This design comes from an exercise in tuning for small area and a short achievable clock period on the open sky130 flow, not from production work.
The clock port is modelled as an ideal driver; clocking choices that lean on that would not hold on a real chip.
Power figures rest on the tool's default switching activity, not on a simulated workload.

Setup of the reference run:
Design fpga_host, start of the top module:
module fpga_host #(
  parameter int MMIO_ELS       = 16,
  parameter int NBF_MAX_WRITES = 4
) (
  input  wire                                   clk,
  input  wire                                   reset,
  input  wire                                   psel_i,
  input  wire                                   penable_i,
  input  wire                                   pwrite_i,
  input  wire [fpga_host_pkg::CSR_ADDR_W-1:0]   paddr_i,
  input  wire fpga_host_pkg::word_t             pwdata_i,
  output fpga_host_pkg::word_t                  prdata_o,
  output logic                                  pready_o,
  output logic                                  pslverr_o,
  output logic                                  wr_valid_o,
  input  wire                                   wr_ready_i,
  output logic [fpga_host_pkg::NBF_ADDR_W-1:0]  wr_addr_o,
  output logic [fpga_host_pkg::NBF_DATA_W-1:0]  wr_data_o,
  output logic [1:0]                            wr_size_o,
  input  wire                                   wr_done_i,
  output logic                                  bp_in_valid_o,
  input  wire                                   bp_in_ready_i,
  output fpga_host_pkg::word_t                  bp_in_data_o,
  input  wire                                   bp_out_valid_i,
  output logic                                  bp_out_ready_o,
  input  wire fpga_host_pkg::word_t             bp_out_data_i
);
Size in the first run: about 6500 cells after synthesis, roughly 3600 flip-flops, about 280 I/O pins, about 130000 um2 of cells after synthesis.
clock: 4.2 ns
lec_check: 0
abc_clock_period_in_ps: 2100
cap_margin: 20
core_margin: 2
core_utilization: 65
cts_cluster_diameter: 80
cts_cluster_size: 24
setup_slack_margin: 2.05
slew_margin: 20
standard.sh (not shown) runs the stock make flow with config.mk's settings and CLKGATE_MAP_FILE= SYNTH_SCRIPT=/design/flow/synth_recipe.tcl, a recipe that flattens the netlist after the stock synthesis.
==> flow/flow/run.sh <==
#!/bin/bash
# The standard layout (the standard.sh, with the standard synthesis unchanged) with:
# - port buffers of a plain buffer cell (buf_4) instead of the one buffer_ports picks;
# - the resizer free to pick any cell size, not only same-footprint ones;
# - before detailed placement, each output port's buffer next to its pin and the register
#   feeding it right behind the buffer (flow/pull_out_regs.tcl);
# - after clock tree synthesis, the clock root buffer split into four, each driving one
#   quadrant of the tree, then legalization and another timing repair (flow/post_cts.tcl).
set -euo pipefail
F="$PWD/flow"
export PRE_DETAIL_PLACE_TCL="$F/pull_out_regs.tcl"
export POST_CTS_TCL="$F/post_cts.tcl"
bash standard.sh MATCH_CELL_FOOTPRINT=0 "BUFFER_PORTS_ARGS=-buffer_cell sky130_fd_sc_hd__buf_4" \
  PRE_DETAIL_PLACE_TCL="$F/pull_out_regs.tcl" POST_CTS_TCL="$F/post_cts.tcl" finish > standard_flow.log 2>&1
Other scripts of this flow, unchanged in this note and not shown: flow/flow/post_cts.tcl, flow/flow/pull_out_regs.tcl, flow/flow/split_root.tcl
The reference run did not stop at any stage, and its layout met the timing, DRC and antenna checks.
Inputs modified between the reference run and the trial run:
--- a/flow/design.v
+++ b/flow/design.v
@@ -84,61 +84,75 @@
     end
   end
   always_ff @(posedge clk) begin
     for (int k = 0; k < 4; k++) begin
       if (!dfull_q && dsel_q[k]) dw_q[k] <= pwdata_i;
     end
-    if (flit_fire && dsel_q[4] && pwdata_i[7:0] == OP_WRITE32) dw_q[1] <= dw_q[0];
     if (!dfull_q && dsel_q[4]) begin
       dcls_q[1] <= (pwdata_i[7:0] == OP_WRITE32) | (pwdata_i[7:0] == OP_WRITE64);
       dcls_q[0] <= (pwdata_i[7:0] == OP_WRITE64) | (pwdata_i[7:0] == OP_FENCE);
     end
   end
   logic [PKT_W-1:0] qmem [16];
-  logic [15:0]      qwr_oh_q;   
+  logic [3:0]       qwr_q;
+  logic [15:0]      qwe_q;      
+  logic [4:0]       qcnt_q;
+  logic             qne_q;
+  logic             q_pop;
+  logic [PKT_W-1:0] qhead;
   logic [15:0]      qrd_oh_q;   
-  logic [15:0]      qth_q;      
-  logic             qne_q;
-  logic             q_pop, q_up, q_dn;
-  logic [PKT_W-1:0] qhead;
   logic [1:0]       hcls_q;     
   logic [1:0]       ncls;       
-  assign qne_q   = qth_q[0];
-  assign qfull_q = qth_q[15];
-  assign q_up    = pkt_fire & ~q_pop;
-  assign q_dn    = q_pop & ~pkt_fire;
   always_ff @(posedge clk) begin
     for (int i = 0; i < 16; i++) begin
-      if (qwr_oh_q[i] && !qfull_q) qmem[i] <= {dcls_q, dw_q[3], dw_q[2], dw_q[1], dw_q[0]};
+      if (qwe_q[i]) qmem[i] <= {dcls_q, dw_q[3], dw_q[2], dw_q[1], dw_q[0]};
     end
   end
   always_comb begin
     qhead = '0;
     for (int i = 0; i < 16; i++) qhead = qhead | (qmem[i] & {PKT_W{qrd_oh_q[i]}});
   end
   always_comb begin
     ncls = '0;
     for (int i = 0; i < 16; i++) ncls = ncls | (qmem[i][PKT_W-1:PKT_W-2] & {2{qrd_oh_q[(i+15)%16]}});
   end
   always_ff @(posedge clk) begin
     if (q_pop) begin
-      hcls_q <= qth_q[1] ? ncls : dcls_q;
+      hcls_q <= (qcnt_q != 5'd1) ? ncls : dcls_q;
     end else if (!qne_q) begin
       hcls_q <= dcls_q;
     end
   end
   always_ff @(posedge clk) begin
     if (reset) begin
-      qwr_oh_q <= 16'd1;
+      qwr_q   <= '0;
+      qwe_q   <= 16'd1;
       qrd_oh_q <= 16'd1;
-      qth_q    <= '0;
-    end else begin
-      if (pkt_fire) qwr_oh_q <= {qwr_oh_q[14:0], qwr_oh_q[15]};
-      if (q_pop)    qrd_oh_q <= {qrd_oh_q[14:0], qrd_oh_q[15]};
-      if (q_up)     qth_q    <= {qth_q[14:0], 1'b1};
-      if (q_dn)     qth_q    <= {1'b0, qth_q[15:1]};
+      qcnt_q  <= '0;
+      qne_q   <= 1'b0;
+      qfull_q <= 1'b0;
+    end else begin
+      if (pkt_fire) qwr_q <= qwr_q + 1'b1;
+      for (int i = 0; i < 16; i++) begin
+        qwe_q[i] <= ((pkt_fire ? qwr_q + 1'b1 : qwr_q) == 4'(i)) &
+                    ~(pkt_fire & ~q_pop & (qcnt_q == 5'd15)) & ~(qfull_q & ~q_pop);
+      end
+      if (q_pop) qrd_oh_q <= {qrd_oh_q[14:0], qrd_oh_q[15]};
+      case ({pkt_fire, q_pop})
+        2'b10: begin
+          qcnt_q  <= qcnt_q + 1'b1;
+          qne_q   <= 1'b1;
+          qfull_q <= (qcnt_q == 5'd15);
+        end
+        2'b01: begin
+          qcnt_q  <= qcnt_q - 1'b1;
+          qne_q   <= (qcnt_q != 5'd1);
+          qfull_q <= 1'b0;
+        end
+        default: ;
+      endcase
     end
   end
   logic [2:0] cred_q;
   logic       w64_q;
   logic       launch, retire, can_issue, drained, load_wr;
   logic       h_wr, h_x;
@@ -160,13 +174,13 @@
     end
   end
   always_ff @(posedge clk) begin
     if (!wr_valid_o) begin
       wr_addr_o          <= qhead[4*CSR_DATA_W-1:2*CSR_DATA_W];
       wr_data_o[31:0]    <= qhead[CSR_DATA_W-1:0];
-      wr_data_o[63:32]   <= qhead[2*CSR_DATA_W-1:CSR_DATA_W];
+      wr_data_o[63:32]   <= h_x ? qhead[2*CSR_DATA_W-1:CSR_DATA_W] : qhead[CSR_DATA_W-1:0];
       w64_q              <= h_x;
     end
   end
   assign wr_size_o = {1'b1, w64_q};
   always_ff @(posedge clk) begin
     if (reset) begin
[summary]
In terms of clock transition time at the flip-flop clock pins of the worst setup and hold paths, the trial run and the reference run differ only marginally.
Compared with the reference run, in the trial run sequential area share after synthesis roughly the same; total power went up by 2.1%; area after synthesis closely matched the old numbers.
The trial run finished every step from synthesis to the final layout, and the layout passed the timing, DRC and antenna checks.
Compared the trial run against the reference run; sequential share of cell area within noise.
In the flow results for the reference run and the trial run, the synthesized instance count is smaller on the trial run.
No run of this note included a check of the RTL's function; only the layout flow was run.

separate check: timing with driven ports:
No port has a modelled driver above. Below, the same layouts with a new extraction and two added sets of constraints. Step 1 (the two cells are an assumption about what drives the block):
set clk [get_ports {clk}]
set_driving_cell -lib_cell sky130_fd_sc_hd__clkbuf_16 $clk
set_driving_cell -lib_cell sky130_fd_sc_hd__buf_2 [delete_from_list [all_inputs] $clk]
Step 2 also shifts input and output timing later by t, the mid clock arrival at the registers, as if the neighbouring blocks saw the same clock. Slacks: no drivers / after step 1 / after step 2; pairs: no drivers / after step 1.
run	shift t [ns]	setup WS [ns]	worst setup path at the end	worst register clock-pin slew, ns	pins driven straight from the clock port
the reference run	0.802	1.530 / 1.610 / 0.808	input to register	0.10 / 0.10	4
the trial run	0.786	1.957 / 1.957 / 1.388	input to register	0.10 / 0.10	4
After both steps every run listed still meets setup and hold. The setup slack of the reference run, which loses most, moves by +0.080 ns with the drivers and by -0.722 ns with both steps.
